Context: an optimization exercise on an open-source flow, tuned for small area, a short achievable clock period and few clock cycles. The choices shown serve that exercise and are no tape-out recipe. RTL that was checked went through simulation tests only; none was proved equivalent to the original. The RTL of run 7 was laid out without a check of its function. No activity file was given, so power comes from the tool's default toggle rates.

==> flow/flow/run.sh <==
#!/bin/bash
# Layout flow: the standard ORFS flow with two changes.
# - Synthesis leaves adders to abc (no ADDER_MAP_FILE): the design's only arithmetic is a
#   bound check written as a carry tree and two counters, which abc maps faster than the
#   full-adder cells. Registers are mapped exactly as in the standard synthesis.
# - The port buffers that placement inserts are plain sky130_fd_sc_hd__buf_1 cells (ORFS
#   otherwise picks a delay buffer).
# Every ORFS step keeps its own log under orfs/logs/; make's output goes to standard.log.
set -euo pipefail
cd "$(dirname "$0")/.."
export ADDER_MAP_FILE=
export BUFFER_PORTS_ARGS="-buffer_cell sky130_fd_sc_hd__buf_1"
bash standard.sh > standard.log 2>&1
==> flow/standard.sh <==
#!/bin/bash
# synth_recipe.tcl (not shown) runs the flow's synth.tcl, then flattens the netlist and writes it again
# the make line also repeats each setting of config.mk as NAME=value (left out here)
make -C /OpenROAD-flow-scripts/flow DESIGN_CONFIG=/design/flow/config.mk WORK_HOME=/design/flow/orfs CLKGATE_MAP_FILE= SYNTH_SCRIPT=/design/flow/synth_recipe.tcl "${@:-finish}"
==> flow/config.mk <==
export PLATFORM = sky130hd
export DESIGN_NAME = tcp_timestamp_option_finder
export DESIGN_NICKNAME = tcp_timestamp_option_finder
export VERILOG_FILES = /design/flow/design.v
export SDC_FILE = /design/flow/constraint.sdc
export NUM_CORES = 4
export LEC_CHECK = 0
export ABC_AREA = 1
export CAP_MARGIN = 20
export CORE_MARGIN = 2
export CORE_UTILIZATION = 60
export CTS_BUF_LIST = sky130_fd_sc_hd__clkbuf_8
export PLACE_DENSITY = 0.75
export SETUP_SLACK_MARGIN = 3.5
export SLEW_MARGIN = 20
==> flow/constraint.sdc <==
create_clock -name core_clock -period 6.0 [get_ports {clk}]
set_input_delay 1.2000 -clock core_clock [delete_from_list [all_inputs] [get_ports {clk}]]
set_output_delay 1.2000 -clock core_clock [all_outputs]
set_load 0.01 [all_outputs]
==> flow/design.v <==
`timescale 1ns / 1ps
package tsf_pkg;
  localparam logic [15:0] HEADER_BYTES  = 16'd20;
  localparam logic [7:0]  TS_KIND       = 8'd8;
  localparam int          MIN_REMAIN    = 10;
  localparam logic [3:0]  TS_LAST_INDEX = 4'd9;
  localparam logic [3:0]  TS_VALUE_END  = 4'd5;
  localparam logic [15:0] POS_MAX       = 16'hFFFF;
  localparam logic [16:0] KIND_GAP = 17'(1 + MIN_REMAIN);
  localparam logic [16:0] LEN_GAP  = 17'(MIN_REMAIN - 1);
  localparam int QUEUE_DEPTH = 4;
  localparam int QUEUE_AW    = $clog2(QUEUE_DEPTH);
  typedef enum logic [1:0] {
    PH_WAIT,
    PH_LEN,
    PH_CAPTURE
  } phase_t;
  typedef enum logic [1:0] {
    OUT_NONE,
    OUT_MISS,
    OUT_HIT
  } outcome_t;
  typedef struct packed {
    logic [7:0]  data;
    logic        first;
    logic        last;
    logic [15:0] total_length;
    logic [15:0] pos;
    logic [16:0] pos_len;
    logic        kind_fail;
  } beat_t;
  typedef struct packed {
    logic        found;
    logic [7:0]  option_kind;
    logic [7:0]  option_length;
    logic [31:0] ts_value;
    logic [31:0] ts_echo;
  } result_t;
endpackage
`timescale 1ns / 1ps
module tsf_len_rows
(
  input  logic [15:0] a,
  input  logic [7:0]  d,
  input  logic [15:0] l,
  output logic        k15,
  output logic        ghi,
  output logic        phi,
  output logic        loa,
  output logic        lob
);
  always_comb begin
    logic [15:0] xs;
    logic [15:0] s;
    logic [15:0] k;
    logic [15:0] b;
    logic [15:0] g;
    logic [15:0] pr;
    logic [6:0]  g1, p1;
    logic [3:0]  g2, p2;
    logic [1:0]  g3, p3;
    logic [2:0]  xa, xb;
    logic [2:0]  sa, sb, ka, kb, ba, bb;
    xs = {8'd0, d};
    s  = a ^ xs ^ ~l;
    k  = (a & xs) | (a & ~l) | (xs & ~l);
    b  = {k[14:0], 1'b0};
    g  = s & b;
    pr = s | b;
    for (int m = 0; m < 6; m++) begin
      g1[m] = g[2*m + 4] | (pr[2*m + 4] & g[2*m + 3]);
      p1[m] = pr[2*m + 4] & pr[2*m + 3];
    end
    g1[6] = g[15];
    p1[6] = pr[15];
    for (int m = 0; m < 3; m++) begin
      g2[m] = g1[2*m + 1] | (p1[2*m + 1] & g1[2*m]);
      p2[m] = p1[2*m + 1] & p1[2*m];
    end
    g2[3] = g1[6];
    p2[3] = p1[6];
    for (int m = 0; m < 2; m++) begin
      g3[m] = g2[2*m + 1] | (p2[2*m + 1] & g2[2*m]);
      p3[m] = p2[2*m + 1] & p2[2*m];
    end
    k15 = k[15];
    ghi = g3[1] | (p3[1] & g3[0]);
    phi = p3[1] & p3[0];
    xa  = d[2:0];
    xb  = {d[2], 2'b10};
    sa  = a[2:0] ^ xa ^ ~l[2:0];
    sb  = a[2:0] ^ xb ^ ~l[2:0];
    ka  = (a[2:0] & xa) | (a[2:0] & ~l[2:0]) | (xa & ~l[2:0]);
    kb  = (a[2:0] & xb) | (a[2:0] & ~l[2:0]) | (xb & ~l[2:0]);
    ba  = {ka[1:0], 1'b0};
    bb  = {kb[1:0], 1'b0};
    loa = (sa[2] & ba[2]) | ((sa[2] | ba[2]) & ((sa[1] & ba[1]) | ((sa[1] | ba[1]) & sa[0] & ba[0])));
    lob = (sb[2] & bb[2]) | ((sb[2] | bb[2]) & ((sb[1] & bb[1]) | ((sb[1] | bb[1]) & sb[0] & bb[0])));
  end
endmodule
module tsf_pos_next
(
  input  logic        take,
  input  logic        first,
  input  logic [15:0] pos9,
  input  logic        pos_ovf,
  input  logic [16:0] inc,
  output logic [15:0] pos9_n,
  output logic        pos_ovf_n
);
  assign pos9_n    = !take ? pos9    : first ? 16'd10 : inc[15:0];
  assign pos_ovf_n = !take ? pos_ovf : !first && (pos_ovf || inc[16]);
endmodule
`timescale 1ns / 1ps
module tcp_timestamp_option_finder
(
  input  logic        clk,
  input  logic        rst,
  input  logic        in_valid,
  output logic        in_ready,
  input  logic [7:0]  data_byte,
  input  logic        first_byte,
  input  logic        last_byte,
  input  logic [15:0] total_length,
  output logic        out_valid,
  input  logic        out_ready,
  output logic        found,
  output logic [7:0]  option_kind,
  output logic [7:0]  option_length,
  output logic [31:0] ts_value,
  output logic [31:0] ts_echo
);
  logic        fv;
  logic [7:0]  fd;
  logic        ff;
  logic        fl;
  logic        fk;
  logic        fphi;
  logic        floa;
  logic        flob;
  logic [15:0] pos9;       
  logic        pos_ovf;    
  logic [7:0]  cnt;
  logic        czero;      
  logic        st_len;     
  logic        st_cap;     
  logic        st_done;    
  logic [71:0] res;        
  logic        take;
  logic        ffaild, ffail2;
  logic [16:0] p_inc;
  logic        len_k15, len_ghi, len_phi, len_loa, len_lob;
  logic [15:0] pos9_n;
  logic        pos_ovf_n;
  logic        go;
  logic        harmless;
  logic        e_len, e_cap, e_done, e_wait, e_czero;
  logic        d_le1, d_is8, d_is0;
  logic [7:0]  c;
  logic [7:0]  fx;
  logic        at_start;
  logic        hit, miss, settle;
  logic        len_n, cap_n, done_n, czero_n;
  logic [7:0]  cnt_n;
  logic        res_shift, res_hold;
  logic        fv_n, out_valid_n, settled0, ready_take;
  assign take   = in_valid && in_ready;
  tsf_len_rows u_len_rows (
    .a   (pos9),
    .d   (data_byte),
    .l   (total_length),
    .k15 (len_k15),
    .ghi (len_ghi),
    .phi (len_phi),
    .loa (len_loa),
    .lob (len_lob)
  );
  assign ffaild = fk || (fphi && floa);
  assign ffail2 = fk || (fphi && flob);
  tsf_pos_next u_pos_next (
    .take      (take),
    .first     (first_byte),
    .pos9      (pos9),
    .pos_ovf   (pos_ovf),
    .inc       (p_inc),
    .pos9_n    (pos9_n),
    .pos_ovf_n (pos_ovf_n)
  );
  assign p_inc  = {1'b0, pos9} + 17'd1;
  assign harmless = (st_done && !ff) || (ff && !fl);
  assign go       = fv && (!out_valid || harmless);
  assign e_len   = !ff && st_len;
  assign e_cap   = !ff && st_cap;
  assign e_done  = !ff && st_done;
  assign e_wait  = ff || !(st_len || st_cap || st_done);
  assign e_czero = !ff && czero;
  assign c       = ff ? 8'd20 : cnt;
  assign d_le1   = fd[7:1] == 7'd0;
  assign d_is8   = fd == 8'd8;
  assign d_is0   = fd == 8'd0;
  assign fx      = {fd[7:2], fd[1] | d_le1, fd[0] && !d_le1};
  assign at_start = e_wait && e_czero;
  always_comb begin
    hit     = e_cap && e_czero;
    miss    = (at_start && d_le1 && ffail2) ||
              (e_len && (d_is0 || (d_le1 ? ffail2 : ffaild)));
    len_n   = at_start && !d_le1 && !d_is8;
    cap_n   = (at_start && d_is8) || (e_cap && !e_czero);
    if (e_len)                  cnt_n = fx - 8'd2;
    else if (at_start && d_is8) cnt_n = 8'd8;
    else if (at_start)          cnt_n = 8'd0;
    else                        cnt_n = c - 8'd1;
    if (e_len)                  czero_n = fd[7:2] == 6'd0 && !(fd[1] && fd[0]);   
    else if (at_start)          czero_n = !d_is8;
    else                        czero_n = !ff && cnt == 8'd1;
    if (!e_done && !hit && fl) miss = 1'b1;
  end
  assign settle = (hit || miss) && !e_done;
  assign done_n = e_done || settle;
  assign res_shift = fv && !out_valid && e_cap && (!fl || czero);
  assign res_hold  = !(fv && !out_valid);
  assign fv_n        = take || (fv && !go);
  assign out_valid_n = (go && settle) || (out_valid && !out_ready);
  assign settled0    = st_done && !(go && ff);
  assign ready_take  = (!(out_valid && !out_ready) || (settled0 && !first_byte) ||
                        (first_byte && !last_byte)) && !(first_byte && last_byte);
  always_ff @(posedge clk) begin
    if (rst) begin
      fv        <= 1'b0;
      in_ready  <= 1'b1;
      pos9      <= 16'd9;
      pos_ovf   <= 1'b0;
      cnt       <= 8'd20;
      czero     <= 1'b0;
      st_len    <= 1'b0;
      st_cap    <= 1'b0;
      st_done   <= 1'b0;
      out_valid <= 1'b0;
    end else begin
      fv        <= fv_n;
      in_ready  <= take ? ready_take : (!(fv && !go) || out_ready);
      out_valid <= out_valid_n;
      pos9      <= pos9_n;
      pos_ovf   <= pos_ovf_n;
      if (go) begin
        cnt     <= cnt_n;
        czero   <= czero_n;
        st_len  <= len_n && !done_n;
        st_cap  <= cap_n && !done_n;
        st_done <= done_n;
      end
    end
  end
  always_ff @(posedge clk) begin
    if (take) begin
      fd    <= data_byte;
      ff    <= first_byte;
      fl    <= last_byte;
      fk    <= pos_ovf || len_k15 || len_ghi;
      fphi  <= len_phi;
      floa  <= len_loa;
      flob  <= len_lob;
    end
    res <= ({72{res_shift}} & {res[63:0], fd}) | ({72{res_hold}} & res);
    if (go && settle) found <= hit;
  end
  assign option_kind   = {4'd0, found, 3'd0};
  assign option_length = res[71:64];
  assign ts_value      = res[63:32];
  assign ts_echo       = res[31:0];
endmodule
==> flow_summary.yaml, run 1 <==
min_path:
  holdPathEnd: "res[65]"
  hold_start: "res[65]"
  whs_path_depth: 2
  hold_class: "flip-flop to flip-flop"
floorplan:
  dieHeight_um: 98.8
  fp.dieArea_sq_um: 9760
  die_w_um: 98.8
  rows: 34
  pin_count: 113
  start_util: 0.618
  core_sq_um: 8720
timing:
  tightest_slew_ns: 0.686
  fin_skew_ns: 0.0131
  grt_setup_unrepaired: "no"
  min_period_over_period: 0.381
  finalCriticalPeriod_ns: 2.28
  tns_ns: 0
  finalHoldViolations: 0
  maxSlewHeadroom: 0.543
  finalMaxSlewViolations: 0
  setup_viol: 0
  clock.fmax_mhz: 438
setup_path:
  r2r_end: "found"
  slowest_delay_ns: 0.48
  r2r_start: "ff"
  cp.required_ns: 4.80
  path_cells: "buf_1"
  critPathLaunchType: "flip-flop"
  critPathArrivalTime_ns: 1.08
  path_buf_inv: 1
  reg2regPathDepth: 7
  endpoint_kind: "output pin"
  cpMaxStageDelayCell: "dfxtp_2"
  path_delay_family: "flip-flops"
  rrSetupSlack_ns: 3.76
  cp_max_fo: 13
  criticalPathCategory: "flip-flop to output pin"
yosys:
  synth-async-reset-ratio: 0
  synth_top_cell_area_share: 0.386
  synth_compound_area_frac: 0.164
  yosysWarnings: 2
  synth.avg_cell_area_sq_um: 7.51
  synth_top_area_cell: "dfxtp_1"
  synthTopCellsByArea: "dfxtp_1 (39%), nand2_1 (11%), inv_1 (9.5%)"
  muxShareOfSynthArea: 0
  synth_top_family_by_area: "simple AND/OR/NAND/NOR gates"
  synth_ff_type: "dfxtp_1"
  syn-cell-area_sq_um: 5390
  synthCells: 718
  ys_ff_latch: 119
  synthXorXnorAreaFrac: 0.00812
  synth-simple-area-share: 0.233
  synth_edf_count: 15
  synthAdderAreaFrac: 0
  synth_seq_area_share: 0.470
  synth_cell_types: 44
cts:
  cts_sinks: 119
  clock_latency_ns: 0.43
  postCtsSetupBuffers: 0
  cts_inserted_buffers: 17
  cts_tree: "yes"
  clk_pin_slew_ns: 0.08
  cts-root-buf: "clkbuf_8"
  cts_max_path_buffers: 2
  cts_max_level: 4
  hold_buffers: 0
placed_design:
  dpl.hpwl_mm: 9.86
  place_area_sq_um: 5820
  gp_congestion: 0.955
  io_buffer_count: 105
drt:
  drt-initial-drc-count: 263
  vias: 5132
  viasPerCell: 5.44
  drtAntennaViolNets: 0
  wire_per_inst_um: 14.2
  wl_mm: 13.4
  drcViolationCount: 0
  dr.pass1.iters: 6
global_routing:
  gr-total-overflow: 0
  antenna_found_initial: 0
  grt_pass1_wl_mm: 22.1
  grt_util_all_layers: 0.280
  grt_max_degree: 73
  grt_pass1_vias: 4748
final_layout:
  drive_gt1_frac: 0.0813
  fin_area_sq_um: 6230
  diodes: 0
  final_nets: 853
  synthToLayoutAreaGrowth_pct: 15.5
power_and_ir_drop:
  peakVddDrop_uv: 187
  powerDensity_nw_per_um2: 273
  leakage_nw: 2.56
run:
  drv_cap: 0
run_status:
  status: "no timing/DRC/antenna violations"
## per-stage QoR
stage	setup WS, ns	util	hold WS [ns]	total power, mW	instances
2_1_floorplan	3.65	-	0.458	0.947	724
3_3_place_gp	3.38	0.668	0.458	0.976	912
3_5_place_dp	3.32	0.668	0.471	0.981	912
4_1_cts	3.55	0.714	0.487	1.70	944
5_1_grt	3.57	0.714	0.507	1.76	944
6_report	3.72	0.714	0.484	1.70	944
## Yosys cell counts (4+ instances only)
master and number:
inv_2 5, o21ai_0 35, nand2_2 8, a31oi_1 4
buf_4 8, a21oi_1 33, nor3_1 9, edfxtp_1 15
clkbuf_1 9, buf_1 6, o22ai_1 65, nand3_1 37
nand2_1 154, dfxtp_1 104, o211ai_1 6, nor2_1 32
nor2_2 4, inv_1 136, nand4_1 6
## report_power, final
group / internal, mW / switching (mW) / total, mW
logic: 0.0376 / 0.0887 / 0.126
clock network: 0.378 / 0.353 / 0.732
registers: 0.824 / 0.0166 / 0.840
total: 1.24 / 0.459 / 1.70
## tightest hold or removal path, stage by stage, from the launching register on
cell and delay (ns):
dfxtp_1 0.31, o21ai_0 0.06, o21ai_0 0.07
## sequential cells by signal, summed over array words and instances (netlist names), 8 cells and up
register and count:
res 72, pos9 16, cnt 8, fd 8
## worst max-delay path by stage
| stage | slack (ns) | from | cells past startpoint | end |
|---|---|---|---|---|
| after floorplan | 3.65 | in_valid | 7 | pos9[13] |
| after global placement | 3.38 | in_valid | 8 | pos9[13] |
| after detailed placement | 3.32 | in_valid | 8 | pos9[13] |
| after CTS | 3.55 | out_valid | 1 | out_valid |
| after global routing | 3.57 | in_valid | 8 | pos9[13] |
| final | 3.72 | out_valid | 1 | out_valid |
## repair_timing
action	in CTS	in global routing
endpoints found under the setup margin	0	1
resized for setup	0	1
endpoints found under the hold margin	0	0
## cells in the final DEF (no fill, tap or decap), types with 7 or more instances in the layout
cell        n
nand2_1   154
inv_1     137
buf_1     105
dfxtp_1   103
o22ai_1    65
nand3_1    37
o21ai_0    35
a21oi_1    33
nor2_1     31
clkbuf_8   17
edfxtp_1   15
nor3_1      9
nand2_2     8
conb_1      7
## per-layer routing
layer	GRT usage	part of all wire
met2	0.458	0.49
met5	0	0
met4	0.0801	0.0092
met3	0.0759	0.074
met1	0.365	0.42
## final cells by class
type	instances	area, sq um
Clock inverter	15	166
Fill cell	714	2490
Timing Repair Buffer	107	409
Inverter	141	529
Tap cell	108	135
Clock buffer	17	234
Multi-Input combinational cell	437	2220
Sequential cell	119	2530
## cells by family (layout without fill, tap and decap cells)
| logic type | Yosys count | in the layout |
|---|---|---|
| simple gates | 273 | 273 |
| xor+xnor | 5 | 5 |
| other cells | 1 | 7 |
| compound gates | 152 | 152 |
| flops | 119 | 119 |
| buf+inv | 168 | 280 |
Testbench counts, summed over its fixed seeds: cycles 24,217.
==> inputs of run 2 (changes only) <==
--- a/flow/config.mk
+++ b/flow/config.mk
@@ -6,10 +6,9 @@
 export NUM_CORES = 4
 export LEC_CHECK = 0
-export ABC_AREA = 1
 export CAP_MARGIN = 20
 export CORE_MARGIN = 2
-export CORE_UTILIZATION = 60
+export CORE_UTILIZATION = 65
 export CTS_BUF_LIST = sky130_fd_sc_hd__clkbuf_8
-export PLACE_DENSITY = 0.75
-export SETUP_SLACK_MARGIN = 3.5
+export PLACE_DENSITY = 0.78
+export SETUP_SLACK_MARGIN = 3.75
 export SLEW_MARGIN = 20
==> run 2 against run 1 <==
Synthesized area is 6.8% lower. First-iteration DRC count is 22% lower. Clock skew is 0.0017 ns lower. Sequential cell count unchanged. Core utilization is 8.5 points higher. Via count shrank 17%. Die area shrank 13%. Global-route usage decreased by 1.4 points. Clock power grew 2%.
==> flow_summary.yaml, run 2 <==
timing:
  finalMaxSlewViolations: 0
  setup_ws_ns: 3.76
  setup_viol: 0
  tightest_slew_ns: 0.849
  fin_skew_ns: 0.0114
  maxSlewHeadroom: 0.434
  holdWs_ns: 0.481
  tns_ns: 0
  clock.fmax_mhz: 446
  min_period_over_period: 0.374
  grt_setup_unrepaired: "yes"
  finalCriticalPeriod_ns: 2.24
  finalHoldViolations: 0
floorplan:
  start_util: 0.661
  core_sq_um: 7610
  dieHeight_um: 91.9
  rows: 32
  fp.dieArea_sq_um: 8450
  die_w_um: 91.9
  pin_count: 113
cts:
  cts_tree: "yes"
  cts_max_level: 4
  hold_buffers: 0
  cts_inserted_buffers: 17
  cts-root-buf: "clkbuf_8"
  clk_pin_slew_ns: 0.08
  clock_latency_ns: 0.42
  cts_sinks: 119
  cts_max_path_buffers: 2
setup_path:
  path_delay_family: "simple AND/OR/NAND/NOR gates"
  rrSetupSlack_ns: 3.80
  cp_num_cells: 9
  slowest_delay_ns: 0.27
  cpMaxStageDelayCell: "and4_4"
  cp.required_ns: 6.37
  r2r_end: "out_valid"
  path_buf_inv: 3
  critPathArrivalTime_ns: 2.61
  path_cells: "clkbuf_2 -> and4_4 -> nand4_1 -> buf_6 -> nor3_4 -> and4_4 -> buf_4 -> a21oi_1 -> nor2_1"
  critPathLaunchType: "primary input"
  reg2regPathDepth: 7
  cpMostUsedCell: "and4_4"
  cp_max_fo: 6
  r2r_start: "fd[3]"
  endpoint_kind: "flip-flop"
  criticalPathCategory: "primary input to flip-flop"
final_layout:
  final_cell_mix: "dfxtp_1 (103), buf_1 (99), a22o_1 (71), nor2_1 (38), inv_1 (27)"
  mostFrequentLayoutCell: "dfxtp_1"
  nFillCells: 513
  instances_no_fill: 735
  synthToLayoutAreaGrowth_pct: 21.0
  top_register: "res"
  postLayoutCoreUtil: 0.799
  diodes: 0
  largest_register_ffs: 72
  final_nets: 650
  seq_area_sq_um: 2540
  drive_gt1_frac: 0.130
  top_regs: "res (72), pos9 (16)"
  fin_area_sq_um: 6080
  multi_input_area_sq_um: 2350
drt:
  drt-initial-drc-count: 204
  wl_met3_um: 615
  viasPerCell: 5.80
  drtAntennaViolNets: 0
  wl_met2_mm: 5.61
  drcViolationCount: 0
  wl_met1_mm: 4.96
  dr.pass1.iters: 5
  vias: 4260
  wire_per_inst_um: 15.5
  top_layer: "met4"
  wl_mm: 11.4
min_path:
  whs_path_depth: 1
  hold_start: "res[68]"
  holdPathEnd: "res[68]"
  hold_class: "flip-flop to flip-flop"
placed_design:
  place_area_sq_um: 5460
  dpl.hpwl_mm: 7.70
  pre_cts_ws_ns: 3.14
  dp.cells: 686
  io_buffer_count: 105
  gp_congestion: 0.836
global_routing:
  antenna_found_initial: 0
  grt_max_degree: 74
  grt_util_all_layers: 0.266
  gr-total-overflow: 0
  grt_pass1_vias: 3893
  grt_pass1_wl_mm: 17.9
run:
  drv_cap: 0
power_and_ir_drop:
  power_mw: 1.69
  leakage_nw: 2.32
  powerDensity_nw_per_um2: 277
  peakVddDrop_uv: 193
yosys:
  synth_edf_count: 15
  synthTopCellsByArea: "dfxtp_1 (41%), a22o_1 (12%), edfxtp_1 (9.0%)"
  ys_ff_latch: 119
  yosysMostFrequentCell: "dfxtp_1"
  syn-cell-area_sq_um: 5020
  synth_top_cell_area_share: 0.414
  synth_common_cells: "dfxtp_1 (104), a22o_1 (71), nor2_1 (38)"
  synth_cell_types: 57
  yosysWarnings: 2
  synth_top_area_cell: "dfxtp_1"
  synth_seq_area_share: 0.504
  synth-async-reset-ratio: 0
  synth.avg_cell_area_sq_um: 9.93
  synth_ff_type: "dfxtp_1"
  synthCells: 506
run_status:
  status: "no timing/DRC/antenna violations"
-- run 2: changes by cell type after synthesis, sizes merged, moves of 9 or more --
cell,change
nand2b,+12
a21oi,-12
maj3,+9
nand2,-143
xnor2,+20
nand3,-27
a22o,+72
inv,-113
o21ai,-18
xor2,+9
o22ai,-61
clkbuf,+15
-- run 2: worst max-delay path by stage --
stage	startpoint	endpoint	slack, ns
after CTS	in_valid	pos9[15]	3.75
after global routing	in_valid	pos_ovf	3.72
after detailed placement	in_valid	pos9[15]	3.14
after floorplan	in_valid	pos9[15]	3.51
final	in_valid	pos_ovf	3.76
after global placement	in_valid	pos9[15]	3.23
-- run 2: cell families after synthesis --
kind of cell	after synthesis	share of synthesized area
compound gates	160	0.242
flops	119	0.504
simple gates	119	0.120
buf+inv	63	0.0535
xor+xnor	34	0.0593
fa+ha+maj	9	0.0179
other cells	1	0.000746
mux	1	0.00199
-- run 2: report_power, final --
group,internal [mW],switching (mW),leakage [nW]
Combinational,0.0407,0.0673,1.13
Clock,0.387,0.360,0.205
Sequential,0.818,0.0135,0.987
Total,1.25,0.440,2.32
-- run 2: timing repair --
item                       in CTS  in global routing
setup endpoints to repair      15                 20
pin swaps                       3                  7
gates resized for setup         4                 17
cloned                          0                  0
hold endpoints to repair        0                  0
buffers inserted                7                 10
-- run 2: metal layers --
layer / up-vias / global-route usage
met5: - / 0
li1: 2065 / -
met1: 2043 / 0.329
met3: 18 / 0.0682
met2: 134 / 0.450
met4: 0 / 0.0995
-- run 2: area by class of cell --
type,count,area share
Inverter,28,0.0179
Sequential cell,119,0.417
Timing Repair Buffer,124,0.0901
Tap cell,102,0.0210
Clock inverter,15,0.0294
Clock buffer,17,0.0385
Multi-Input combinational cell,330,0.386
==> inputs of run 3 (changes only) <==
--- a/flow/config.mk
+++ b/flow/config.mk
@@ -8,7 +8,8 @@
 export CAP_MARGIN = 20
 export CORE_MARGIN = 2
-export CORE_UTILIZATION = 65
+export CORE_UTILIZATION = 60
 export CTS_BUF_LIST = sky130_fd_sc_hd__clkbuf_8
-export PLACE_DENSITY = 0.78
+export PLACE_DENSITY = 0.75
 export SETUP_SLACK_MARGIN = 3.75
 export SLEW_MARGIN = 20
+export TNS_END_PERCENT = 20
==> run 3 against run 2 <==
Clock-buffer cell count did not move. Clock power is 6.8% lower. Core utilization shrank 7.1 points. Highest routed layer unchanged.
==> flow_summary.yaml, run 3 <==
cts:
  clk_pin_slew_ns: 0.09
  hold_buffers: 0
  cts_tree: "yes"
  cts-root-buf: "clkbuf_8"
  cts_sinks: 119
  cts_max_level: 4
  cts_inserted_buffers: 17
  clock_latency_ns: 0.42
  cts_max_path_buffers: 2
final_layout:
  synthToLayoutAreaGrowth_pct: 18.5
  top_regs: "res (72), pos9 (16)"
  final_nets: 641
  mostFrequentLayoutCell: "buf_1"
  fin_area_sq_um: 5950
  largest_register_ffs: 72
  final_cell_mix: "buf_1 (105), dfxtp_1 (103), a22o_1 (71), nor2_1 (37), inv_1 (28)"
  diodes: 0
  top_register: "res"
  nFillCells: 634
  drive_gt1_frac: 0.0962
setup_path:
  r2r_start: "fd[2]"
  criticalPathCategory: "flip-flop to flip-flop"
  critPathLaunchType: "flip-flop"
  rrSetupSlack_ns: 3.79
  r2r_end: "st_cap"
  cp_max_fo: 5
  critPathArrivalTime_ns: 2.49
  cp.required_ns: 6.28
  reg2regPathDepth: 7
  critPathCapture: "st_cap"
  crit_path_start: "fd[2]"
  endpoint_kind: "flip-flop"
yosys:
  synth_top_cell_area_share: 0.414
  synth_cell_types: 57
  synth_common_cells: "dfxtp_1 (104), a22o_1 (71), nor2_1 (38)"
  synth-async-reset-ratio: 0
  synth_seq_area_share: 0.504
  synth_ff_type: "dfxtp_1"
  synthTopCellsByArea: "dfxtp_1 (41%), a22o_1 (12%), edfxtp_1 (9.0%)"
  yosysWarnings: 2
  yosysMostFrequentCell: "dfxtp_1"
  synthCells: 506
  synth_edf_count: 15
  syn-cell-area_sq_um: 5020
  synth_top_area_cell: "dfxtp_1"
  ys_ff_latch: 119
  synth.avg_cell_area_sq_um: 9.93
global_routing:
  grt_max_degree: 74
  met2_usage: 0.402
  antenna_found_initial: 0
  met3_usage: 0.0743
  grt_pass1_vias: 3636
  met1_usage: 0.310
  grt_pass1_wl_mm: 17.3
  gr-total-overflow: 0
  grt.busiest_layer: "met2"
  grt_util_all_layers: 0.246
timing:
  finalCriticalPeriod_ns: 2.21
  finalHoldViolations: 0
  tns_ns: 0
  fin_skew_ns: 0.0108
  holdWs_ns: 0.483
  finalMaxSlewViolations: 0
  setup_viol: 0
  tightest_slew_ns: 0.844
  grt_setup_unrepaired: "yes"
  maxSlewHeadroom: 0.438
  min_period_over_period: 0.368
  clock.fmax_mhz: 453
placed_design:
  io_buffer_count: 105
  dpl.hpwl_mm: 7.76
  gp_congestion: 0.868
  place_area_sq_um: 5450
drt:
  wire_per_inst_um: 15.2
  drtAntennaViolNets: 0
  wl_mm: 11.1
  drt-initial-drc-count: 261
  dr.pass1.iters: 4
  drcViolationCount: 0
  viasPerCell: 5.76
  vias: 4199
power_and_ir_drop:
  peakVddDrop_uv: 165
  leakage_nw: 2.23
  powerDensity_nw_per_um2: 274
floorplan:
  core_sq_um: 8180
  fp.dieArea_sq_um: 9120
  dieHeight_um: 95.5
  rows: 33
  start_util: 0.615
  pin_count: 113
  die_w_um: 95.5
run:
  drv_cap: 0
run_status:
  status: "no timing/DRC/antenna violations"
min_path:
  hold_class: "flip-flop to flip-flop"
-- run 3: cell counts after synthesis --
Identical to the previous run, type by type.
-- run 3: cell families (layout without fill, tap and decap cells) --
logic type               after synthesis  count (layout)  share of synthesized area
AO/OA/AOI/OAI                        160             160                      0.242
other                                  1               7                   0.000746
buffers and inverters                 63             175                     0.0535
flip-flops                           119             119                      0.504
adder cells (fa/ha/maj)                9               9                     0.0179
AND/OR/NAND/NOR                      119             119                      0.120
XOR/XNOR                              34              34                     0.0593
multiplexers                           1               1                    0.00199
-- run 3: power breakdown --
part	switching [mW]	total [mW]	internal [mW]
clock network	0.384	0.696	0.312
registers	0.0139	0.832	0.818
logic	0.0647	0.102	0.0376
total	0.462	1.63	1.17
-- run 3: routing by layer --
metal | vias up | part of all wire
li1 | 2056 | -
met4 | 0 | 0.012
met5 | - | 0
met1 | 1983 | 0.44
met2 | 147 | 0.49
met3 | 13 | 0.061
-- run 3: worst min path at each step --
stage	cells after the start	to	slack (ns)	startpoint
after floorplan	2	pos_ovf	0.44	pos_ovf
after global placement	2	pos_ovf	0.46	pos_ovf
after detailed placement	1	res[65]	0.46	res[65]
after CTS	2	pos_ovf	0.49	pos_ovf
after global routing	2	pos_ovf	0.50	pos_ovf
final	1	res[68]	0.48	res[68]
-- run 3: per-stage QoR --
step	setup WS, ns	std cells	util	power [mW]
after CTS	3.68	724	0.719	1.64
after global routing	3.68	729	0.728	1.69
after global placement	3.24	689	0.666	0.941
final	3.79	729	0.728	1.63
after floorplan	3.50	512	-	0.919
after detailed placement	3.08	689	0.667	0.945
-- run 3: worst max-delay path, stage by stage, from the launching register on --
cell and delay, ns:
edfxtp_1 0.42, or4_4 0.59, nor4_4 0.28, mux2i_1 0.27
a221oi_2 0.08, buf_4 0.18, a32oi_1 0.19, nor2_1 0.05
-- run 3: timing repair --
item                       in CTS  in global routing
buffers inserted                3                  5
resized for setup               3                  9
pin swaps                       2                  3
setup endpoints to repair      13                100
-- run 3: layout make-up --
| type | instances | area [sq um] | share of cell area |
|---|---|---|---|
| Clock inverter | 15 | 158 | 0.0265 |
| Multi-Input combinational cell | 330 | 2320 | 0.390 |
| Tap cell | 105 | 131 | 0.0221 |
| Inverter | 28 | 105 | 0.0177 |
| Clock buffer | 17 | 234 | 0.0393 |
| Sequential cell | 119 | 2540 | 0.426 |
| Timing Repair Buffer | 115 | 469 | 0.0788 |
==> inputs of run 4 (changes only) <==
--- a/flow/config.mk
+++ b/flow/config.mk
@@ -13,3 +13,2 @@
 export SETUP_SLACK_MARGIN = 3.75
 export SLEW_MARGIN = 20
-export TNS_END_PERCENT = 20
==> run 4 against run 3 <==
Synthesized cell count unchanged. Global-route usage increased by 0.51 points. Largest cell class unchanged. Non-clock buffer count increased by 2. Still clean on timing, DRC and antenna. Cell count increased by 0.27%. Worst hold slack got worse by 0.0044 ns. Clock-buffer cell count unchanged. Total power decreased by 0.52%.
==> flow_summary.yaml, run 4 <==
drt:
  wire_per_inst_um: 15.2
  viasPerCell: 5.69
  wl_mm: 11.1
  drcViolationCount: 0
  vias: 4158
  dr.pass1.iters: 5
  drtAntennaViolNets: 0
  drt-initial-drc-count: 222
setup_path:
  r2r_end: "st_cap"
  reg2regPathDepth: 7
  endpoint_kind: "flip-flop"
  cp.required_ns: 6.28
  slowest_delay_ns: 0.43
  path_cells: "buf_1 -> xnor2_2 -> xnor2_1 -> nor2_1 -> a2111oi_0 -> o31ai_1 -> nand4b_1"
  cpMaxStageDelayCell: "a2111oi_0"
  criticalPathCategory: "primary input to flip-flop"
  cp_max_fo: 3
  rrSetupSlack_ns: 3.87
  critPathArrivalTime_ns: 2.48
  critPathLaunchType: "primary input"
  r2r_start: "fd[1]"
floorplan:
  rows: 33
  core_sq_um: 8180
  start_util: 0.615
  pin_count: 113
  dieHeight_um: 95.5
  fp.dieArea_sq_um: 9120
  die_w_um: 95.5
cts:
  cts_tree: "yes"
  clock_latency_ns: 0.41
  cts_max_level: 4
  hold_buffers: 0
  cts_max_path_buffers: 2
  cts_sinks: 119
  cts_inserted_buffers: 17
  clk_pin_slew_ns: 0.08
  cts-root-buf: "clkbuf_8"
min_path:
  hold_start: "res[65]"
  whs_path_depth: 1
  holdPathEnd: "res[65]"
  hold_class: "flip-flop to flip-flop"
yosys:
  synth-simple-area-share: 0.120
  synth_seq_area_share: 0.504
  yosysWarnings: 2
  synth_ff_type: "dfxtp_1"
  syn-cell-area_sq_um: 5020
  synth_top_family_by_area: "compound AO/OA/AOI/OAI gates"
  synth_compound_area_frac: 0.242
  synthTopCellsByArea: "dfxtp_1 (41%), a22o_1 (12%), edfxtp_1 (9.0%)"
  synth_cell_types: 57
  synthAdderAreaFrac: 0.0179
  synth_common_cells: "dfxtp_1 (104), a22o_1 (71), nor2_1 (38)"
  muxShareOfSynthArea: 0.00199
  synth-async-reset-ratio: 0
  ys_ff_latch: 119
  synthCells: 506
  synth.avg_cell_area_sq_um: 9.93
  yosysMostFrequentCell: "dfxtp_1"
  synth_top_cell_area_share: 0.414
  synth_edf_count: 15
  synthXorXnorAreaFrac: 0.0593
  synth_top_area_cell: "dfxtp_1"
placed_design:
  io_buffer_count: 105
  gp_congestion: 0.823
  dp.cells: 689
  place_area_sq_um: 5470
  dpl.hpwl_mm: 7.76
final_layout:
  top_regs: "res (72), pos9 (16)"
  instances_no_fill: 731
  largest_register_ffs: 72
  fin_area_sq_um: 5950
  final_cell_mix: "dfxtp_1 (102), buf_1 (99), a22o_1 (71), nor2_1 (38), inv_1 (27)"
  top_register: "res"
  diodes: 0
  final_nets: 643
  postLayoutCoreUtil: 0.727
  synthToLayoutAreaGrowth_pct: 18.4
  drive_gt1_frac: 0.113
  mostFrequentLayoutCell: "dfxtp_1"
global_routing:
  grt_pass1_vias: 3755
  grt_util_all_layers: 0.251
  grt_max_degree: 74
  gr-total-overflow: 0
  antenna_found_initial: 0
  grt_pass1_wl_mm: 17.7
timing:
  finalMaxSlewViolations: 0
  setup_viol: 0
  tns_ns: 0
  fin_skew_ns: 0.00852
  grt_setup_unrepaired: "yes"
  clock.fmax_mhz: 454
  tightest_slew_ns: 0.768
  holdWs_ns: 0.478
  min_period_over_period: 0.367
  finalHoldViolations: 0
  maxSlewHeadroom: 0.488
  finalCriticalPeriod_ns: 2.20
power_and_ir_drop:
  powerDensity_nw_per_um2: 273
  leakage_nw: 2.25
  peakVddDrop_uv: 176
run:
  drv_cap: 0
run_status:
  status: "no timing/DRC/antenna violations"
==> run 4: changes by cell type in the layout (fill, tap and decap cells not counted), moves of 2 or more <==
cell | before | now
buf_1 | 105 | 99
clkbuf_2 | 0 | 6
inv_8 | 6 | 2
clkinv_2 | 0 | 3
inv_6 | 3 | 6
maj3_1 | 9 | 6
maj3_2 | 0 | 3
buf_4 | 10 | 12
clkinv_8 | 2 | 0
inv_4 | 0 | 2
==> run 4: worst max path at each step <==
| stage | start | endpoint | slack [ns] |
|---|---|---|---|
| 2_1_floorplan | in_valid | pos9[15] | 3.51 |
| 3_3_place_gp | in_valid | pos9[15] | 3.23 |
| 3_5_place_dp | in_valid | pos9[15] | 3.18 |
| 4_1_cts | fd[3] | found | 3.76 |
| 5_1_grt | in_valid | pos9[14] | 3.75 |
| 6_report | data_byte[6] | fk | 3.80 |
==> run 4: stage by stage <==
| stage | power (mW) | worst slack (ns) |
|---|---|---|
| finish | 1.62 | 3.80 |
| detailed placement | 0.946 | 3.18 |
| global placement | 0.943 | 3.23 |
| CTS | 1.63 | 3.76 |
| floorplan | 0.920 | 3.51 |
| global route | 1.69 | 3.75 |
==> run 4: layer usage <==
layer,part of all wire,vias up,GRT usage
met5,0,-,0
met3,0.064,10,0.0854
li1,-,2056,-
met2,0.47,123,0.398
met4,0.011,0,0.0857
met1,0.45,1969,0.322
==> run 4: cells by family after synthesis <==
group                      after synthesis
AOI/OAI and AO/OA                      160
xor gates and xnor gates                34
adders and majority gates                9
buffers and inverters                   63
DFF                                    119
muxes                                    1
other                                    1
and+or+nand+nor                        119
==> run 4: layout make-up <==
type	instances	area, sq um
Sequential cell	119	2540
Multi-Input combinational cell	330	2300
Fill cell	651	2230
Timing Repair Buffer	117	492
Clock buffer	17	234
Clock inverter	15	140
Tap cell	105	131
Inverter	28	109
==> run 4: worst max-delay path: cells and delay by family <==
| kind | cells | cell delay, ns |
|---|---|---|
| buf+inv | 1 | 0.13 |
| compound gates | 2 | 0.54 |
| xor+xnor | 2 | 0.41 |
| simple gates | 2 | 0.20 |
==> run 4: repair_timing <==
item,4_1_cts,5_1_grt
pin swaps,4,3
hold endpoints to repair,0,0
gates resized for setup,3,10
endpoints found under the setup margin,17,24
buffers inserted,5,5
==> run 4: report_power, final <==
part | switching, mW | total [mW] | internal [mW]
sequential | 0.0142 | 0.833 | 0.818
combinational | 0.0637 | 0.101 | 0.0377
clock | 0.349 | 0.688 | 0.339
total | 0.427 | 1.62 | 1.19
==> inputs of run 5 (changes only) <==
--- a/flow/config.mk
+++ b/flow/config.mk
@@ -10,5 +10,5 @@
 export CORE_UTILIZATION = 60
 export CTS_BUF_LIST = sky130_fd_sc_hd__clkbuf_8
-export PLACE_DENSITY = 0.75
+export PLACE_DENSITY = 0.68
 export SETUP_SLACK_MARGIN = 3.75
 export SLEW_MARGIN = 20
==> run 5 against run 4 <==
Still clean. Design area increased by 2.1%. Via count increased by 0.34%. Global-route usage increased by 0.12 points. Sequential share of layout area decreased by 0.90 points. Sequential power about the same. Critical endpoint is now out_valid. Largest cell class unchanged. Largest power group unchanged.
==> flow_summary.yaml, run 5 <==
timing:
  min_period_over_period: 0.370
  fin_skew_ns: 0.0119
  setup_ws_ns: 3.78
  maxSlewHeadroom: 0.439
  setup_viol: 0
  clock.fmax_mhz: 451
  finalCriticalPeriod_ns: 2.22
  finalHoldViolations: 0
  tightest_slew_ns: 0.841
  grt_setup_unrepaired: "yes"
  tns_ns: 0
  finalMaxSlewViolations: 0
setup_path:
  critPathArrivalTime_ns: 2.49
  r2r_start: "fd[3]"
  rrSetupSlack_ns: 3.78
  criticalPathCategory: "flip-flop to flip-flop"
  cpMaxStageDelayCell: "or4_4"
  critPathLaunchType: "flip-flop"
  endpoint_kind: "flip-flop"
  cp_max_fo: 5
  path_cells: "or4_4 -> nor4_4 -> mux2i_1 -> a221oi_2 -> buf_4 -> o22ai_1 -> nor2b_1"
  slowest_delay_ns: 0.59
  path_buf_inv: 1
  r2r_end: "out_valid"
  cp.required_ns: 6.28
  reg2regPathDepth: 7
  path_delay_family: "simple AND/OR/NAND/NOR gates"
cts:
  cts_max_path_buffers: 2
  cts_inserted_buffers: 17
  cts-root-buf: "clkbuf_8"
  cts_max_level: 4
  clk_pin_slew_ns: 0.08
  cts_tree: "yes"
  cts_sinks: 119
  clock_latency_ns: 0.42
power_and_ir_drop:
  p_comb_frac: 0.061
  clockPowerShare: 0.466
  p_sw_frac: 0.249
  p_switching_mw: 0.438
  p_seq_frac: 0.473
  peakVddDrop_uv: 214
  leakage_nw: 2.31
  powerDensity_nw_per_um2: 290
  internal_power_mw: 1.32
global_routing:
  grt_pass1_vias: 3677
  gr-total-overflow: 0
  grt_pass1_wl_mm: 17.6
  grt_max_degree: 74
  grt_util_all_layers: 0.253
  antenna_found_initial: 0
drt:
  wl_met2_mm: 5.75
  drtAntennaViolNets: 0
  viasPerCell: 5.72
  dr.pass1.iters: 5
  drcViolationCount: 0
  wl_met1_mm: 4.93
  vias: 4172
  wl_mm: 11.6
  wire_per_inst_um: 16.0
  top_layer: "met4"
  wl_met3_um: 840
  drt-initial-drc-count: 263
yosys:
  synth_top_area_cell: "dfxtp_1"
  synth_ff_type: "dfxtp_1"
  synth_common_cells: "dfxtp_1 (104), a22o_1 (71), nor2_1 (38)"
  synth_top_cell_area_share: 0.414
  syn-cell-area_sq_um: 5020
  synth_edf_count: 15
  synth-async-reset-ratio: 0
  yosysMostFrequentCell: "dfxtp_1"
  synth_seq_area_share: 0.504
  synth.avg_cell_area_sq_um: 9.93
  synth_cell_types: 57
  yosysWarnings: 2
  synthTopCellsByArea: "dfxtp_1 (41%), a22o_1 (12%), edfxtp_1 (9.0%)"
  synthCells: 506
  ys_ff_latch: 119
final_layout:
  final_nets: 641
  drive_gt1_frac: 0.127
  top_register: "res"
  instances_no_fill: 729
  synthToLayoutAreaGrowth_pct: 20.8
  largest_register_ffs: 72
  postLayoutCoreUtil: 0.743
  final_cell_mix: "dfxtp_1 (103), buf_1 (95), a22o_1 (71), nor2_1 (37), inv_1 (27)"
  diodes: 0
  mostFrequentLayoutCell: "dfxtp_1"
  top_regs: "res (72), pos9 (16)"
floorplan:
  die_w_um: 95.5
  rows: 33
  start_util: 0.615
  pin_count: 113
  fp.dieArea_sq_um: 9120
  dieHeight_um: 95.5
  core_sq_um: 8180
min_path:
  hold_start: "res[71]"
  whs_path_depth: 1
  holdPathEnd: "res[71]"
  hold_class: "flip-flop to flip-flop"
placed_design:
  pre_cts_ws_ns: 3.19
  dp.cells: 689
  io_buffer_count: 105
  gp_congestion: 0.834
  dpl.hpwl_mm: 7.88
run:
  drv_cap: 0
run_status:
  status: "no timing/DRC/antenna violations"
==> run 5: cell counts after synthesis <==
Identical to the previous run, type by type.
==> run 5: cells by family (layout without fill, tap and decap cells) <==
logic type | after synthesis | count (layout) | share of synthesized area
compound gates | 160 | 160 | 0.242
simple gates | 119 | 119 | 0.120
mux | 1 | 1 | 0.00199
xor+xnor | 34 | 34 | 0.0593
fa+ha+maj | 9 | 9 | 0.0179
flops | 119 | 119 | 0.504
other cells | 1 | 7 | 0.000746
buf+inv | 63 | 175 | 0.0535
==> run 5: timing repair <==
item / in CTS / in global routing
endpoints found under the setup margin: 17 / 22
hold buffers: 0 / 0
pin swaps: 3 / 5
buffers inserted: 5 / 3
resized for setup: 3 / 25
gates cloned: 0 / 0
==> run 5: routing by layer <==
layer / global-route usage / up-vias
met5: 0 / -
met4: 0.0798 / 0
met3: 0.100 / 10
met2: 0.407 / 130
met1: 0.312 / 1983
li1: - / 2049
==> run 5: area by class of cell <==
type | count | area, sq um
clock buffer | 17 | 234
clock inverter | 15 | 218
fill | 612 | 2100
inverter | 28 | 109
multi-input combinational | 330 | 2360
sequential | 119 | 2540
tap | 105 | 131
timing repair buffer | 115 | 482
==> run 5: worst max-delay path by stage <==
| stage | start | endpoint | slack (ns) | cells past startpoint |
|---|---|---|---|---|
| 3_3_place_gp | in_valid | pos9[15] | 3.22 | 7 |
| 4_1_cts | fd[3] | out_valid | 3.75 | 7 |
| 6_report | fd[3] | out_valid | 3.78 | 7 |
| 5_1_grt | fd[3] | out_valid | 3.66 | 7 |
| 2_1_floorplan | in_valid | pos9[15] | 3.51 | 7 |
| 3_5_place_dp | in_valid | pos9[15] | 3.19 | 7 |
==> run 5: power groups by stage <==
stage	clock network, mW	logic (mW)	registers (mW)
after floorplan	0	0.0751	0.845
after global placement	0	0.0924	0.851
after detailed placement	0	0.0955	0.852
after CTS	0.829	0.0994	0.832
after global routing	0.864	0.120	0.834
final	0.820	0.108	0.833
==> run 5: stage by stage <==
step | cell area (sq um) | hold WS, ns | total power [mW]
after floorplan | 5080 | 0.438 | 0.920
after global routing | 6070 | 0.502 | 1.82
after global placement | 5470 | 0.454 | 0.943
after CTS | 5970 | 0.484 | 1.76
final | 6070 | 0.479 | 1.76
after detailed placement | 5470 | 0.466 | 0.947
==> inputs of run 6 (changes only) <==
--- a/flow/flow/run.sh
+++ b/flow/flow/run.sh
@@ -6,4 +6,5 @@
 # - The port buffers that placement inserts are plain sky130_fd_sc_hd__buf_1 cells (ORFS
 #   otherwise picks a delay buffer).
+# - Clock tree synthesis uses a sky130_fd_sc_hd__clkbuf_16 root buffer.
 # Every ORFS step keeps its own log under orfs/logs/; make's output goes to standard.log.
 set -euo pipefail
@@ -11,3 +12,4 @@
 export ADDER_MAP_FILE=
 export BUFFER_PORTS_ARGS="-buffer_cell sky130_fd_sc_hd__buf_1"
+export CTS_ARGS="-sink_clustering_enable -repair_clock_nets -buf_list sky130_fd_sc_hd__clkbuf_8 -root_buf sky130_fd_sc_hd__clkbuf_16"
 bash standard.sh > standard.log 2>&1
--- a/flow/config.mk
+++ b/flow/config.mk
@@ -10,5 +10,5 @@
 export CORE_UTILIZATION = 60
 export CTS_BUF_LIST = sky130_fd_sc_hd__clkbuf_8
-export PLACE_DENSITY = 0.68
-export SETUP_SLACK_MARGIN = 3.75
+export PLACE_DENSITY = 0.75
+export SETUP_SLACK_MARGIN = 3.8
 export SLEW_MARGIN = 20
==> run 6 against run 5 <==
Routed wire length down 2.0%. Sequential power barely moved. Largest cell class unchanged. Highest routed layer unchanged. Worst hold slack got worse by 0.0011 ns.
==> flow_summary.yaml, run 6 <==
yosys:
  synth_ff_type: "dfxtp_1"
  synth-async-reset-ratio: 0
  synth_cell_types: 57
  ys_ff_latch: 119
  synth_top_area_cell: "dfxtp_1"
  synth_top_family_by_area: "compound AO/OA/AOI/OAI gates"
  synth.avg_cell_area_sq_um: 9.93
  synth_top_cell_area_share: 0.414
  syn-cell-area_sq_um: 5020
  synthCells: 506
  yosysWarnings: 2
  muxShareOfSynthArea: 0.00199
  synth_edf_count: 15
  synthXorXnorAreaFrac: 0.0593
  synthTopCellsByArea: "dfxtp_1 (41%), a22o_1 (12%), edfxtp_1 (9.0%)"
  synth_common_cells: "dfxtp_1 (104), a22o_1 (71), nor2_1 (38)"
  synth_compound_area_frac: 0.242
  synth_seq_area_share: 0.504
  synth-simple-area-share: 0.120
  synthAdderAreaFrac: 0.0179
  yosysMostFrequentCell: "dfxtp_1"
timing:
  fin_skew_ns: 0.0125
  grt_setup_unrepaired: "yes"
  min_period_over_period: 0.374
  finalCriticalPeriod_ns: 2.24
  finalHoldViolations: 0
  tns_ns: 0
  finalMaxSlewViolations: 0
  clock.fmax_mhz: 446
  maxSlewHeadroom: 0.451
  setup_viol: 0
  tightest_slew_ns: 0.824
cts:
  cts_tree: "yes"
  cts-root-buf: "clkbuf_16"
  cts_sinks: 119
  clock_latency_ns: 0.36
  cts_inserted_buffers: 17
  cts_max_level: 4
  clk_pin_slew_ns: 0.07
  cts_max_path_buffers: 2
floorplan:
  core_sq_um: 8180
  fp.dieArea_sq_um: 9120
  start_util: 0.615
  dieHeight_um: 95.5
  die_w_um: 95.5
  rows: 33
  pin_count: 113
final_layout:
  final_nets: 645
  top_register: "res"
  final_cell_mix: "dfxtp_1 (103), buf_1 (103), a22o_1 (71), nor2_1 (38), inv_1 (27)"
  largest_register_ffs: 72
  synthToLayoutAreaGrowth_pct: 19.9
  diodes: 0
  top_regs: "res (72), pos9 (16)"
  nFillCells: 627
  drive_gt1_frac: 0.119
global_routing:
  gr-total-overflow: 0
  antenna_found_initial: 0
  grt_max_degree: 74
  grt_pass1_wl_mm: 17.7
  grt_pass1_vias: 3703
  grt_util_all_layers: 0.253
drt:
  viasPerCell: 5.88
  dr.pass1.iters: 4
  drt-initial-drc-count: 216
  drtAntennaViolNets: 0
  drcViolationCount: 0
  wire_per_inst_um: 15.6
  wl_mm: 11.4
  vias: 4308
setup_path:
  criticalPathCategory: "primary input to flip-flop"
  cp.required_ns: 6.10
  cpMaxStageDelayCell: "maj3_2"
  cp_max_fo: 2
  path_cells: "buf_1 -> inv_1 -> maj3_2 -> a22oi_2 -> a2111oi_1 -> o31ai_1 -> nand4b_1"
  path_buf_inv: 2
  critPathArrivalTime_ns: 2.34
  rrSetupSlack_ns: 3.86
  critPathLaunchType: "primary input"
  r2r_end: "out_valid"
  reg2regPathDepth: 7
  slowest_delay_ns: 0.34
  r2r_start: "ff"
  path_delay_family: "compound AO/OA/AOI/OAI gates"
  endpoint_kind: "flip-flop"
power_and_ir_drop:
  p_sw_frac: 0.259
  p_switching_mw: 0.426
  leakage_nw: 2.30
  p_comb_frac: 0.067
  power_mw: 1.64
  internal_power_mw: 1.22
  clockPowerShare: 0.425
  powerDensity_nw_per_um2: 272
  p_seq_frac: 0.508
  peakVddDrop_uv: 189
min_path:
  holdPathEnd: "res[70]"
  whs_path_depth: 1
  hold_start: "res[70]"
  hold_class: "flip-flop to flip-flop"
placed_design:
  gp_congestion: 0.842
  dpl.hpwl_mm: 7.82
  io_buffer_count: 105
run:
  drv_cap: 0
run_status:
  status: "no timing/DRC/antenna violations"
[run 6: layer usage]
metal / GRT usage / wire, um / vias to the layer above
met5: 0 / 0 / -
met4: 0.0833 / 217 / 0
met3: 0.0988 / 867 / 26
met2: 0.416 / 5550 / 167
met1: 0.305 / 4790 / 2048
li1: - / - / 2067
[run 6: timing repair]
action,in CTS,in global routing
hold endpoints to repair,0,0
buffers inserted,8,4
hold buffers,0,0
pin swaps,9,4
endpoints found under the setup margin,25,15
gates resized for setup,13,5
[run 6: cell type report]
cell class,instances,area (sq um),area share
flip-flops and latches,119,2530,0.421
multi-input cells,330,2360,0.391
repair buffers,119,505,0.0839
clock buffers,17,245,0.0407
clock inverters,15,144,0.0239
well taps,105,131,0.0218
inverters,28,109,0.0181
[run 6: worst max-delay path by stage]
stage	cells after the start	to	startpoint	slack [ns]
floorplan	7	pos9[15]	in_valid	3.51
global placement	7	pos9[15]	in_valid	3.23
detailed placement	7	pos9[15]	in_valid	3.17
CTS	7	fk	total_length[3]	3.80
global route	6	fk	total_length[4]	3.67
finish	7	fk	total_length[3]	3.76
[run 6: cell families (layout without fill, tap and decap cells)]
kind of cell	after synthesis	count (layout)
and+or+nand+nor	119	119
adders and majority gates	9	9
xor gates and xnor gates	34	34
AOI/OAI and AO/OA	160	160
muxes	1	1
DFF	119	119
buffers and inverters	63	179
other	1	7
[run 6: stage by stage]
stage,worst slack [ns],std cells,instance area (sq um),hold slack [ns],util
after detailed placement,3.17,689,5470,0.463,0.669
after global placement,3.23,689,5470,0.455,0.669
after global routing,3.67,733,6020,0.504,0.737
after CTS,3.80,729,5960,0.483,0.729
after floorplan,3.51,512,5080,0.438,-
final,3.76,733,6020,0.478,0.737
[run 6: power by group through the flow]
| stage | Clock [mW] | Sequential [mW] | Combinational (mW) |
|---|---|---|---|
| floorplan | 0 | 0.845 | 0.0751 |
| global placement | 0 | 0.851 | 0.0915 |
| detailed placement | 0 | 0.852 | 0.0950 |
| CTS | 0.713 | 0.832 | 0.103 |
| global route | 0.757 | 0.834 | 0.121 |
| finish | 0.698 | 0.833 | 0.110 |
==> inputs of run 7 (changes only) <==
--- a/flow/design.v
+++ b/flow/design.v
@@ -195,5 +195,5 @@
   assign e_wait  = ff || !(st_len || st_cap || st_done);
   assign e_czero = !ff && czero;
-  assign c       = ff ? 8'd20 : cnt;
+  assign c       = ff ? 8'd22 : cnt;
   assign d_le1   = fd[7:1] == 7'd0;
   assign d_is8   = fd == 8'd8;
@@ -207,11 +207,11 @@
     len_n   = at_start && !d_le1 && !d_is8;
     cap_n   = (at_start && d_is8) || (e_cap && !e_czero);
-    if (e_len)                  cnt_n = fx - 8'd2;
-    else if (at_start && d_is8) cnt_n = 8'd8;
-    else if (at_start)          cnt_n = 8'd0;
+    if (e_len)                  cnt_n = fx;
+    else if (at_start && d_is8) cnt_n = 8'd10;
+    else if (at_start)          cnt_n = 8'd2;
     else                        cnt_n = c - 8'd1;
     if (e_len)                  czero_n = fd[7:2] == 6'd0 && !(fd[1] && fd[0]);   
     else if (at_start)          czero_n = !d_is8;
-    else                        czero_n = !ff && cnt == 8'd1;
+    else                        czero_n = !ff && cnt == 8'd3;
     if (!e_done && !hit && fl) miss = 1'b1;
   end
@@ -231,5 +231,5 @@
       pos9      <= 16'd9;
       pos_ovf   <= 1'b0;
-      cnt       <= 8'd20;
+      cnt       <= 8'd22;
       czero     <= 1'b0;
       st_len    <= 1'b0;
--- a/flow/flow/run.sh
+++ b/flow/flow/run.sh
@@ -6,5 +6,4 @@
 # - The port buffers that placement inserts are plain sky130_fd_sc_hd__buf_1 cells (ORFS
 #   otherwise picks a delay buffer).
-# - Clock tree synthesis uses a sky130_fd_sc_hd__clkbuf_16 root buffer.
 # Every ORFS step keeps its own log under orfs/logs/; make's output goes to standard.log.
 set -euo pipefail
@@ -12,4 +11,3 @@
 export ADDER_MAP_FILE=
 export BUFFER_PORTS_ARGS="-buffer_cell sky130_fd_sc_hd__buf_1"
-export CTS_ARGS="-sink_clustering_enable -repair_clock_nets -buf_list sky130_fd_sc_hd__clkbuf_8 -root_buf sky130_fd_sc_hd__clkbuf_16"
 bash standard.sh > standard.log 2>&1
--- a/flow/config.mk
+++ b/flow/config.mk
@@ -11,4 +11,4 @@
 export CTS_BUF_LIST = sky130_fd_sc_hd__clkbuf_8
 export PLACE_DENSITY = 0.75
-export SETUP_SLACK_MARGIN = 3.8
+export SETUP_SLACK_MARGIN = 3.75
 export SLEW_MARGIN = 20
==> run 7 against run 6 <==
Critical path depth is the same. Routed wire length shrank 2.1%. Design area grew 1.2%. Total power up 6.0%. Non-clock buffer count increased by 1. Global-route usage decreased by 0.31 points. Core utilization grew 0.86 points. Combinational power increased by 4%. Cell count decreased by 0.27%. Sequential power is essentially flat. Clock-buffer cell count unchanged. Critical endpoint unchanged.
==> flow_summary.yaml, run 7 <==
yosys:
  syn-cell-area_sq_um: 5030
  synthTopCellsByArea: "dfxtp_1 (41%), a22o_1 (13%), edfxtp_1 (9.0%)"
  synth_seq_area_share: 0.503
  synthCells: 502
  synth_cell_types: 62
  synth-async-reset-ratio: 0
  synth_ff_type: "dfxtp_1"
  synth_top_cell_area_share: 0.414
  synth_common_cells: "dfxtp_1 (104), a22o_1 (74), nor2_1 (37)"
  yosysWarnings: 2
  yosysMostFrequentCell: "dfxtp_1"
  ys_ff_latch: 119
  synth.avg_cell_area_sq_um: 10.0
  synth_top_area_cell: "dfxtp_1"
  synth_edf_count: 15
drt:
  viasPerCell: 5.73
  wl_mm: 11.2
  vias: 4191
  dr.pass1.iters: 5
  drtAntennaViolNets: 0
  drt-initial-drc-count: 195
  wire_per_inst_um: 15.3
  drcViolationCount: 0
setup_path:
  endpoint_kind: "flip-flop"
  path_buf_inv: 1
  r2r_end: "found"
  reg2regPathDepth: 5
  cp.required_ns: 6.18
  critPathArrivalTime_ns: 2.50
  path_delay_family: "compound AO/OA/AOI/OAI gates"
  critPathLaunchType: "primary input"
  cp_max_fo: 4
  r2r_start: "fd[4]"
  rrSetupSlack_ns: 3.80
  cpMaxStageDelayCell: "maj3_2"
  slowest_delay_ns: 0.30
  path_cells: "buf_1 -> nor2b_1 -> a21o_1 -> maj3_2 -> a22oi_1 -> a41oi_1 -> a211o_1"
  criticalPathCategory: "primary input to flip-flop"
final_layout:
  final_cell_mix: "dfxtp_1 (102), buf_1 (99), a22o_1 (74), nor2_1 (36), nand2_1 (30)"
  mostFrequentLayoutCell: "dfxtp_1"
  drive_gt1_frac: 0.131
  final_nets: 643
  top_regs: "res (72), pos9 (16)"
  multi_input_area_sq_um: 2390
  largest_register_ffs: 72
  nFillCells: 634
  diodes: 0
  top_register: "res"
  instances_no_fill: 731
  synthToLayoutAreaGrowth_pct: 21.1
  fin_area_sq_um: 6090
  postLayoutCoreUtil: 0.745
  seq_area_sq_um: 2530
cts:
  cts_inserted_buffers: 17
  clk_pin_slew_ns: 0.08
  clock_latency_ns: 0.43
  cts_tree: "yes"
  cts-root-buf: "clkbuf_8"
  cts_max_level: 4
  cts_max_path_buffers: 2
  cts_sinks: 119
  hold_buffers: 0
min_path:
  hold_class: "flip-flop to flip-flop"
  hold_start: "res[69]"
  holdPathEnd: "res[69]"
  whs_path_depth: 1
placed_design:
  dpl.hpwl_mm: 7.76
  dp.cells: 686
  place_area_sq_um: 5490
  gp_congestion: 0.852
  io_buffer_count: 105
  pre_cts_ws_ns: 3.14
timing:
  setup_ws_ns: 3.69
  finalCriticalPeriod_ns: 2.31
  grt_setup_unrepaired: "yes"
  setup_viol: 0
  finalMaxSlewViolations: 0
  clock.fmax_mhz: 432
  finalHoldViolations: 0
  tightest_slew_ns: 0.928
  fin_skew_ns: 0.0105
  min_period_over_period: 0.386
  maxSlewHeadroom: 0.381
  holdWs_ns: 0.479
  tns_ns: 0
global_routing:
  gr-total-overflow: 0
  grt_pass1_vias: 3730
  grt_max_degree: 74
  grt_pass1_wl_mm: 17.7
  grt_util_all_layers: 0.250
  antenna_found_initial: 0
floorplan:
  pin_count: 113
  die_w_um: 95.6
  start_util: 0.615
  core_sq_um: 8180
  rows: 33
  dieHeight_um: 95.6
  fp.dieArea_sq_um: 9130
power_and_ir_drop:
  power_mw: 1.74
  leakage_nw: 2.30
  powerDensity_nw_per_um2: 285
  peakVddDrop_uv: 214
run_status:
  status: "no timing/DRC/antenna violations"
run:
  drv_cap: 0
## run 7: cell types whose count changed in the layout (fill, tap and decap cells not counted), sizes merged, moves of 4 or more
cell    delta
nand2      +9
nor2b      +7
clkinv     -5
a22oi      -4
o21ai      -4
## run 7: per-layer routing
metal	vias to the layer above	routed length, um	track usage	share of wire
li1	2058	-	-	-
met3	21	592	0.0561	0.053
met5	-	0	0	0
met4	0	257	0.120	0.023
met1	1980	4760	0.310	0.43
met2	132	5580	0.412	0.50
## run 7: final cells by class
type                       count  share of cell area
clock buffer                  17              0.0384
clock inverter                15              0.0333
inverter                      22              0.0135
multi-input combinational    333               0.392
sequential                   119               0.416
tap                          105              0.0216
timing repair buffer         120              0.0854
## run 7: worst max path at each step
stage | slack [ns] | start | cells past startpoint | to
6_report | 3.69 | data_byte[6] | 7 | fk
5_1_grt | 3.61 | data_byte[4] | 7 | fk
4_1_cts | 3.71 | data_byte[4] | 7 | fk
3_5_place_dp | 3.14 | in_valid | 7 | pos_ovf
3_3_place_gp | 3.19 | total_length[4] | 7 | fk
2_1_floorplan | 3.48 | data_byte[4] | 6 | fk
## run 7: cells by family (layout without fill, tap and decap cells)
group | count (synthesis) | in the layout | share of synthesized area
simple gates | 129 | 129 | 0.131
other cells | 1 | 7 | 0.000745
xor+xnor | 33 | 33 | 0.0604
compound gates | 156 | 156 | 0.240
buf+inv | 56 | 174 | 0.0487
fa+ha+maj | 8 | 8 | 0.0159
flops | 119 | 119 | 0.503
## run 7: report_power, final
| part | internal (mW) | switching [mW] | leakage [nW] | total [mW] |
|---|---|---|---|---|
| combinational | 0.0444 | 0.0693 | 1.09 | 0.114 |
| clock | 0.430 | 0.360 | 0.223 | 0.789 |
| sequential | 0.820 | 0.0163 | 0.987 | 0.836 |
| total | 1.29 | 0.445 | 2.30 | 1.74 |
## run 7: repair_timing
item	CTS	global route
pin swaps	3	5
gates resized for setup	9	9
setup endpoints to repair	14	17
hold endpoints to repair	0	0
buffers inserted	4	9

==> what the ideal ports hide <==
Ports are ideal in the flow. The routed layouts listed here were re-timed in OpenROAD. Step 1 assumes that a clkbuf_16 drives the clock port and a buf_2 every other input. Step 2 also shifts input and output timing later by t, the mid clock arrival at the registers, as if the neighbouring blocks saw the same clock. Three values: ideal ports, drivers, drivers and shift; two values: the first two.
run | shift t [ns] | slack for setup (ns) | worst register clock-pin slew, ns | worst data-port slew with drivers (ns)
run 1 | 0.455 | 3.717 / 3.682 / 3.273 | 0.08 / 0.08 | 0.05
run 2 | 0.451 | 3.759 / 3.767 / 3.317 | 0.08 / 0.08 | 0.04
run 3 | 0.456 | 3.793 / 3.764 / 3.375 | 0.09 / 0.09 | 0.04
run 4 | 0.442 | 3.799 / 3.782 / 3.368 | 0.08 / 0.08 | 0.03
run 5 | 0.451 | 3.781 / 3.769 / 3.366 | 0.08 / 0.08 | 0.03
run 6 | 0.391 | 3.757 / 3.768 / 3.377 | 0.08 / 0.08 | 0.03
run 7 | 0.456 | 3.685 / 3.698 / 3.242 | 0.08 / 0.08 | 0.04
After both steps setup and hold are still met in every run listed. For run 1, which loses most, drivers alone change the setup slack by -0.035 ns; drivers and shift together by -0.444 ns.
